From an optimization exercise on the open Yosys and OpenROAD flow, aimed at a short achievable clock period and few clock cycles; shortcuts taken in it are not production practice.
Only simulation tests tie the RTL to the original design; equivalence was not proved.
Power is estimated from default activity; no workload was simulated.

==> flow/design.v <==
package dnsle_pkg;
  localparam int MAX_LABEL   = 62;
  localparam int STORE_DEPTH = 64;    
  localparam int DESC_DEPTH  = 16;    
  localparam int CNT_W       = $clog2(MAX_LABEL + 1);
  localparam int BYTE_W      = 8;
  localparam int LEN_W       = 16;
  localparam int DESC_W      = CNT_W + 3;    
  localparam logic [BYTE_W-1:0] DOT_CHAR  = 8'd46;
  localparam logic [BYTE_W-1:0] TERM_BYTE = 8'd0;
  typedef struct packed {
    logic [CNT_W-1:0] len;
    logic             ovf;
    logic             emit;
    logic             term;
  } desc_t;
  typedef struct packed {
    logic [BYTE_W-1:0] byte_val;
    logic              last;
    logic [LEN_W-1:0]  enc_len;
    logic              ovf;
  } out_word_t;
endpackage
module dnsle_label_ram #(
  parameter int DEPTH = 64,
  parameter int WIDTH = 8
) (
  input  logic             clk,
  input  logic             rst_n,
  input  logic             push,
  input  logic [WIDTH-1:0] din,
  input  logic             pop,
  output logic [WIDTH-1:0] head,
  output logic             head_valid,
  output logic             room
);
  logic [WIDTH-1:0] mem [DEPTH];
  logic [DEPTH-1:0] occ, occ_sh, occ_nxt;
  always_comb begin
    occ_sh = pop ? {1'b0, occ[DEPTH-1:1]} : occ;
    for (int i = 0; i < DEPTH; i++) begin
      occ_nxt[i] = occ_sh[i] | (push & ((i == 0) ? 1'b1 : occ_sh[(i == 0) ? 0 : i-1]));
    end
  end
  always_ff @(posedge clk) begin
    if (!rst_n) begin
      occ  <= '0;
      room <= 1'b1;
    end else begin
      occ  <= occ_nxt;
      room <= !occ_nxt[DEPTH-2];
    end
  end
  always_ff @(posedge clk) begin
    for (int i = 0; i < DEPTH; i++) begin
      if (pop) begin
        if (i < DEPTH-1 && occ[(i < DEPTH-1) ? i+1 : i]) mem[i] <= mem[(i < DEPTH-1) ? i+1 : i];
        else                                               mem[i] <= din;
      end else if (!occ[i]) begin
        mem[i] <= din;
      end
    end
  end
  assign head       = mem[0];
  assign head_valid = occ[0];
endmodule
module dnsle_out_stage (
  input  logic                         clk,
  input  logic                         rst_n,
  input  dnsle_pkg::desc_t             dhead,
  input  logic                         dvalid,
  output logic                         dpop,
  input  logic [dnsle_pkg::BYTE_W-1:0] bhead,
  output logic                         bpop,
  output logic                         out_valid,
  input  logic                         out_ready,
  output logic [dnsle_pkg::BYTE_W-1:0] out_byte,
  output logic                         out_last_of_run,
  output logic [dnsle_pkg::LEN_W-1:0]  out_encoded_length,
  output logic                         out_label_overflow
);
  localparam int CNT_W = dnsle_pkg::CNT_W;
  localparam int LEN_W = dnsle_pkg::LEN_W;
  logic                 ph_data_r, ph_data_nxt;    
  logic                 ph_term_r, ph_term_nxt;    
  logic [CNT_W-1:0]     rem_r, rem_nxt;            
  logic [LEN_W-1:0]     elen_r, elen_nxt;          
  logic                 go;
  logic                 w_valid;
  logic                 w_term;
  dnsle_pkg::out_word_t w;
  logic                 o_valid_r;
  dnsle_pkg::out_word_t o_r;
  logic                 s_valid_r;
  dnsle_pkg::out_word_t s_r;
  logic                 o_take;
  assign go = !s_valid_r;
  always_comb begin
    ph_data_nxt = ph_data_r;
    ph_term_nxt = ph_term_r;
    rem_nxt     = rem_r;
    w_valid     = 1'b0;
    w_term      = 1'b0;
    w           = '0;
    dpop        = 1'b0;
    bpop        = 1'b0;
    w.ovf       = dhead.ovf;
    if (go) begin
      if (ph_data_r) begin
        w_valid    = 1'b1;
        w.byte_val = bhead;
        w.last     = (rem_r == CNT_W'(1)) && !dhead.term;
        bpop       = 1'b1;
        rem_nxt    = rem_r - CNT_W'(1);
        if (rem_r == CNT_W'(1)) begin
          ph_data_nxt = 1'b0;
          if (dhead.term) ph_term_nxt = 1'b1;
          else            dpop        = 1'b1;
        end
      end else if (ph_term_r) begin
        w_valid     = 1'b1;
        w_term      = 1'b1;
        dpop        = 1'b1;
        ph_term_nxt = 1'b0;
      end else if (dvalid) begin
        w_valid = 1'b1;
        if (dhead.emit) begin
          w.byte_val = dnsle_pkg::BYTE_W'(dhead.len);
          w.last     = (dhead.len == '0) && !dhead.term;
          rem_nxt    = dhead.len;
          if (dhead.len != '0) ph_data_nxt = 1'b1;
          else if (dhead.term) ph_term_nxt = 1'b1;
          else                 dpop        = 1'b1;
        end else begin
          w_term = 1'b1;
          dpop   = 1'b1;
        end
      end
    end
    if (w_term) begin
      w.byte_val = dnsle_pkg::TERM_BYTE;
      w.last     = 1'b1;
      w.enc_len  = elen_r;
    end
    elen_nxt = elen_r;
    if (w_valid) begin
      if (w_term)              elen_nxt = LEN_W'(1);
      else if (~&elen_r)       elen_nxt = elen_r + LEN_W'(1);
    end
  end
  always_ff @(posedge clk) begin
    if (!rst_n) begin
      ph_data_r <= 1'b0;
      ph_term_r <= 1'b0;
      rem_r     <= '0;
      elen_r    <= LEN_W'(1);
    end else begin
      ph_data_r <= ph_data_nxt;
      ph_term_r <= ph_term_nxt;
      rem_r     <= rem_nxt;
      elen_r    <= elen_nxt;
    end
  end
  assign o_take = !o_valid_r || out_ready;
  always_ff @(posedge clk) begin
    if (!rst_n) begin
      o_valid_r <= 1'b0;
      s_valid_r <= 1'b0;
    end else if (o_take) begin
      o_valid_r <= s_valid_r || w_valid;
      s_valid_r <= 1'b0;
    end else if (w_valid) begin
      s_valid_r <= 1'b1;
    end
  end
  always_ff @(posedge clk) begin
    if (o_take) begin
      o_r <= s_valid_r ? s_r : w;
    end
    if (!s_valid_r) begin
      s_r <= w;
    end
  end
  assign out_valid          = o_valid_r;
  assign out_byte           = o_r.byte_val;
  assign out_last_of_run    = o_r.last;
  assign out_encoded_length = o_r.enc_len;
  assign out_label_overflow = o_r.ovf;
endmodule
module dnsle_ctrl (
  input  logic                         clk,
  input  logic                         rst_n,
  input  logic                         in_valid,
  output logic                         in_ready,
  input  logic                         in_mode,
  input  logic [dnsle_pkg::BYTE_W-1:0] in_char_code,
  output logic                         bpush,
  output logic [dnsle_pkg::BYTE_W-1:0] bdata,
  input  logic                         broom,
  output logic                         dpush,
  output dnsle_pkg::desc_t             ddata,
  input  logic                         droom
);
  localparam int CNT_W = dnsle_pkg::CNT_W;
  logic                         iv_r;
  logic                         imode_r;
  logic [dnsle_pkg::BYTE_W-1:0] ichar_r;
  logic [CNT_W-1:0]             cnt_r, cnt_nxt;    
  logic                         pend_r, pend_nxt;  
  logic                         ovf_r, ovf_nxt;    
  logic                         is_dot;
  assign in_ready = broom && droom;
  always_ff @(posedge clk) begin
    if (!rst_n) iv_r <= 1'b0;
    else        iv_r <= in_valid && in_ready;
    imode_r <= in_mode;
    ichar_r <= in_char_code;
  end
  assign is_dot = (ichar_r == dnsle_pkg::DOT_CHAR);
  assign bdata  = ichar_r;
  always_comb begin
    cnt_nxt    = cnt_r;
    pend_nxt   = pend_r;
    ovf_nxt    = ovf_r;
    bpush      = 1'b0;
    dpush      = 1'b0;
    ddata.len  = cnt_r;
    ddata.ovf  = ovf_r;
    ddata.emit = 1'b1;
    ddata.term = 1'b0;
    if (iv_r) begin
      if (imode_r) begin
        dpush      = 1'b1;
        ddata.emit = (cnt_r != '0);
        ddata.term = 1'b1;
        cnt_nxt    = '0;
        pend_nxt   = 1'b0;
        ovf_nxt    = 1'b0;
      end else if (pend_r) begin
        dpush   = 1'b1;
        cnt_nxt = '0;
        if (!is_dot) begin
          bpush    = 1'b1;
          cnt_nxt  = CNT_W'(1);
          pend_nxt = 1'b0;
        end
      end else if (is_dot) begin
        pend_nxt = 1'b1;
      end else if (cnt_r < CNT_W'(dnsle_pkg::MAX_LABEL)) begin
        bpush   = 1'b1;
        cnt_nxt = cnt_r + CNT_W'(1);
      end else begin
        ovf_nxt = 1'b1;
      end
    end
  end
  always_ff @(posedge clk) begin
    if (!rst_n) begin
      cnt_r  <= '0;
      pend_r <= 1'b0;
      ovf_r  <= 1'b0;
    end else begin
      cnt_r  <= cnt_nxt;
      pend_r <= pend_nxt;
      ovf_r  <= ovf_nxt;
    end
  end
endmodule
module dns_name_label_encoder (
  input  logic        clk,
  input  logic        rst_n,
  input  logic        in_valid,
  output logic        in_ready,
  input  logic        in_mode,
  input  logic [7:0]  in_char_code,
  output logic        out_valid,
  input  logic        out_ready,
  output logic [7:0]  out_byte,
  output logic        out_last_of_run,
  output logic [15:0] out_encoded_length,
  output logic        out_label_overflow
);
  logic                         bpush, bpop, broom, bvalid;
  logic [dnsle_pkg::BYTE_W-1:0] bdata, bhead;
  logic                         dpush, dpop, droom, dvalid;
  dnsle_pkg::desc_t             ddata, dhead;
  dnsle_ctrl u_ctrl (
    .clk          (clk),
    .rst_n        (rst_n),
    .in_valid     (in_valid),
    .in_ready     (in_ready),
    .in_mode      (in_mode),
    .in_char_code (in_char_code),
    .bpush        (bpush),
    .bdata        (bdata),
    .broom        (broom),
    .dpush        (dpush),
    .ddata        (ddata),
    .droom        (droom)
  );
  dnsle_label_ram #(
    .DEPTH (dnsle_pkg::STORE_DEPTH),
    .WIDTH (dnsle_pkg::BYTE_W)
  ) u_bytes (
    .clk        (clk),
    .rst_n      (rst_n),
    .push       (bpush),
    .din        (bdata),
    .pop        (bpop),
    .head       (bhead),
    .head_valid (bvalid),
    .room       (broom)
  );
  dnsle_label_ram #(
    .DEPTH (dnsle_pkg::DESC_DEPTH),
    .WIDTH (dnsle_pkg::DESC_W)
  ) u_descs (
    .clk        (clk),
    .rst_n      (rst_n),
    .push       (dpush),
    .din        (ddata),
    .pop        (dpop),
    .head       (dhead),
    .head_valid (dvalid),
    .room       (droom)
  );
  dnsle_out_stage u_out (
    .clk                (clk),
    .rst_n              (rst_n),
    .dhead              (dhead),
    .dvalid             (dvalid),
    .dpop               (dpop),
    .bhead              (bhead),
    .bpop               (bpop),
    .out_valid          (out_valid),
    .out_ready          (out_ready),
    .out_byte           (out_byte),
    .out_last_of_run    (out_last_of_run),
    .out_encoded_length (out_encoded_length),
    .out_label_overflow (out_label_overflow)
  );
endmodule
make LEC_CHECK=0 CAP_MARGIN=20 CORE_MARGIN=2 CORE_UTILIZATION=40 SLEW_MARGIN=20 finish   # period 5.5 ns
run.sh (not shown) runs the stock make flow with config.mk's settings and CLKGATE_MAP_FILE= SYNTH_SCRIPT=/design/flow/synth_recipe.tcl, a recipe that flattens the netlist after the stock synthesis.
The starting point completed without violations.
Testbench counts at the start, summed over its fixed seeds: cycles 27,279.
Rerun with:
--- a/flow/config.mk
+++ b/flow/config.mk
@@ -7,0 +8 @@
+export ABC_CLOCK_PERIOD_IN_PS = 2000
@@ -10 +11,3 @@
-export CORE_UTILIZATION = 40
+export CORE_UTILIZATION = 30
+export GPL_TIMING_DRIVEN = 1
+export SETUP_SLACK_MARGIN = 3.5
Outcome: Worst setup slack is better by 1100 ps; hold slack barely changes; register-to-register slack is better by 1100 ps; global-route usage goes down by 2.5 points; total power goes up by 2.4%; clock power hardly moves; die area goes up by 33%; maximum frequency goes up by 46%; wire length goes up by 21%; core utilization goes down by 6.7 points.

afterwards: timing with drivers on the ports:
The flow's constraints put no driver on any port. The routed layouts listed below were extracted and timed again, unchanged, in two steps. Step 1 sets driving cells, clkbuf_16 on the clock port and buf_2 on the other inputs (assumed; they add their load-dependent delay and slew). Step 2 times the ports against the registers' clock, not the clock port: input delays grow and output delays shrink by t, the midpoint of the rising clock arrivals with the driver on. a / b / c = no drivers / after step 1 / after step 2; a / b = the first two.
run | t, ns | setup slack, ns | slew at the worst register clock pin (ns)
the first run | 0.682 | 2.048 / 2.048 / 2.048 | 0.07 / 0.07
the second run | 0.694 | 3.138 / 3.084 / 3.012 | 0.07 / 0.07
After both steps setup and hold are still met in every run listed. For the second run, which loses most, drivers alone change the setup slack by -0.054 ns; drivers and shift together by -0.126 ns.
